Context: an optimization exercise on an open-source flow, tuned for small area, a short achievable clock period and few clock cycles per item. The choices shown serve that exercise and are no tape-out recipe.
The RTL was checked by simulation tests, not by an equivalence proof against the original design.

Setup of raven:
## triangle_tangent_frame
module triangle_tangent_frame (
   input  logic        clock,
   input  logic        reset,
   input  logic        req_valid,
   output logic        req_ready,
   input  logic [31:0] req_pos_x,
   input  logic [31:0] req_pos_y,
   input  logic [31:0] req_pos_z,
   input  logic [31:0] req_tex_u,
   input  logic [31:0] req_tex_v,
   output logic        rsp_valid,
   input  logic        rsp_ready,
   output logic [15:0] rsp_tangent_x,
   output logic [15:0] rsp_tangent_y,
   output logic [15:0] rsp_tangent_z,
   output logic [15:0] rsp_bitan_x,
   output logic [15:0] rsp_bitan_y,
   output logic [15:0] rsp_bitan_z,
   output logic [1:0]  rsp_vertex_slot,
   output logic        rsp_degenerate,
   output logic        rsp_last_of_triangle
);
For scale: about 22000 cells after synthesis, about 1800 flip-flops, roughly 270 I/O pins, ~200000 um2 of cells after synthesis.
make LEC_CHECK=0 CAP_MARGIN=20 CORE_MARGIN=2 CORE_UTILIZATION=40 SETUP_SLACK_MARGIN=3 SLEW_MARGIN=20 finish   # period 11.0 ns
run.sh (not shown) runs the stock make flow with config.mk's settings and CLKGATE_MAP_FILE= SYNTH_SCRIPT=/design/flow/synth_recipe.tcl, a recipe that flattens the netlist after the stock synthesis.
Testbench counts of raven, summed over its fixed seeds: cycles 3,078, triangles 256.
### raven -> ember
-- flow/design.v --
<<< raven, line 208
   localparam logic [4:0] C_TAKE = 5'd5;    
   localparam logic [4:0] C_NB   = 5'd7;
   localparam logic [4:0] C_PT   = 5'd9;
   localparam logic [4:0] C_LAST = 5'd10;
   logic [1:0]           corner_ff;
>>> ember, line 208
   localparam logic [4:0] C_TAKE = 5'd5;    
   localparam logic [4:0] C_NB   = 5'd7;
   localparam logic [4:0] C_PT   = 5'd8;
   localparam logic [4:0] C_LAST = 5'd10;
   logic [1:0]           corner_ff;
<<< raven, line 231
   logic [AW-1:0]        m_y;
   logic                 m_stall, m_start, m_last, m_adv;
   logic                 is_deg, push_deg, push_t, push_b, pb_ff;
   logic [4:0]           m_nx;
   logic                 m_fetch;
>>> ember, line 231
   logic [AW-1:0]        m_y;
   logic                 m_stall, m_start, m_last, m_adv;
   logic                 is_deg, push_deg, push_t, push_b;
   logic [4:0]           m_nx;
   logic                 m_fetch;
<<< raven, line 378
   assign push_deg = mrun_ff && (mcyc_ff == C_DET) && is_deg;
   assign push_t   = mrun_ff && (mcyc_ff == C_PT);
   assign push_b   = pb_ff;
   assign m_stall  = mrun_ff && ((push_deg && (sq_in_ready != 2'b11)) ||
                                 (push_t && !sq_in_ready[0]) ||
>>> ember, line 378
   assign push_deg = mrun_ff && (mcyc_ff == C_DET) && is_deg;
   assign push_t   = mrun_ff && (mcyc_ff == C_PT);
   assign push_b   = mrun_ff && (mcyc_ff == C_LAST);
   assign m_stall  = mrun_ff && ((push_deg && (sq_in_ready != 2'b11)) ||
                                 (push_t && !sq_in_ready[0]) ||
<<< raven, line 385
                                  sbusy_ff[nslot] && !sfree[nslot]));
   assign m_adv    = mrun_ff && !m_stall;
   assign m_last   = m_adv && (push_deg || mcyc_ff == C_LAST);
   assign m_start  = (!mrun_ff || m_last) && (corner_ff == 2'd2) && req_valid && !c2_take;
   assign sq_in_valid[0] = m_adv && (push_deg || push_t);
   assign sq_in_valid[1] = (m_adv && push_deg) || (push_b && sq_in_ready[1]);
   always_ff @(posedge clock) begin
      if (reset) begin
>>> ember, line 385
                                  sbusy_ff[nslot] && !sfree[nslot]));
   assign m_adv    = mrun_ff && !m_stall;
   assign m_last   = m_adv && (push_deg || push_b);
   assign m_start  = (!mrun_ff || m_last) && (corner_ff == 2'd2) && req_valid && !c2_take;
   assign sq_in_valid[0] = m_adv && (push_deg || push_t);
   assign sq_in_valid[1] = m_adv && (push_deg || push_b);
   always_ff @(posedge clock) begin
      if (reset) begin
<<< raven, line 396
         sbusy_ff  <= '0;
         tpar_ff   <= 1'b0;
         pb_ff     <= 1'b0;
      end else begin
         if (req_fire) corner_ff <= (corner_ff == 2'd2) ? 2'd0 : corner_ff + 2'd1;
>>> ember, line 396
         sbusy_ff  <= '0;
         tpar_ff   <= 1'b0;
      end else begin
         if (req_fire) corner_ff <= (corner_ff == 2'd2) ? 2'd0 : corner_ff + 2'd1;
<<< raven, line 412
         end
         if (m_last) tpar_ff <= !tpar_ff;
         if (m_adv && mcyc_ff == C_LAST) pb_ff <= 1'b1;
         else if (sq_in_valid[1])        pb_ff <= 1'b0;
      end
   end
>>> ember, line 411
         end
         if (m_last) tpar_ff <= !tpar_ff;
      end
   end
<<< raven, line 439
         .in_ready  (sq_in_ready[v]),
         .in_deg    (push_deg),
         .in_rad    (acc_ff[SQ_IN_W-1:0]),
         .out_valid (sq_out_valid[v]),
         .out_ready (sq_out_ready[v]),
>>> ember, line 436
         .in_ready  (sq_in_ready[v]),
         .in_deg    (push_deg),
         .in_rad    (m_y[SQ_IN_W-1:0]),
         .out_valid (sq_out_valid[v]),
         .out_ready (sq_out_ready[v]),
Notes after the runs:
- Timing startpoint of the critical path: opa2_ff[31]$_DFFE_PP_ -> raven, opa2_ff[9]$_DFFE_PP_ -> ember
- The maximum fanout encountered on the critical timing path number comes out lower for ember vs raven.
- Initial antenna violation count (ember vs. raven) decreases by more than a quarter
- Changes observed in ember relative to raven: initial DRC count grew by about 13%; buffer count from post-CTS setup fixing grew by about 17%; delay of the slowest critical-path stage grew by 0.06 ns; share of async-settable or async-resettable flops after synthesis held steady.
- In the flow results for ember and raven, the register-to-register slack is larger on raven.
Testbench counts of ember, summed over its fixed seeds: cycles 3,057, triangles 256.

-- static timing again, ports no longer ideal --
The flow's constraints put no driver on any port. The routed layouts listed below were extracted and timed again, unchanged, in two steps. Step 1 (the two cells are an assumption about what drives the block):
set clk [get_ports {clock}]
set_driving_cell -lib_cell sky130_fd_sc_hd__clkbuf_16 $clk
set_driving_cell -lib_cell sky130_fd_sc_hd__buf_2 [delete_from_list [all_inputs] $clk]
Step 2 moves the port delays by t, midway between the first and last clock arrival at a register: inputs arrive t later, outputs are due t later. That takes back most of the time a late clock gives input paths. Slacks: ideal / step 1 / step 2; pairs: ideal / step 1.
run	shift t [ns]	setup WS [ns]	worst data-port slew with drivers (ns)	cell pins on the clock port's net
raven	1.069	1.961 / 1.961 / 1.961	0.22	1
ember	1.084	1.645 / 1.645 / 1.645	0.33	1
After both steps setup and hold are still met in every run listed.
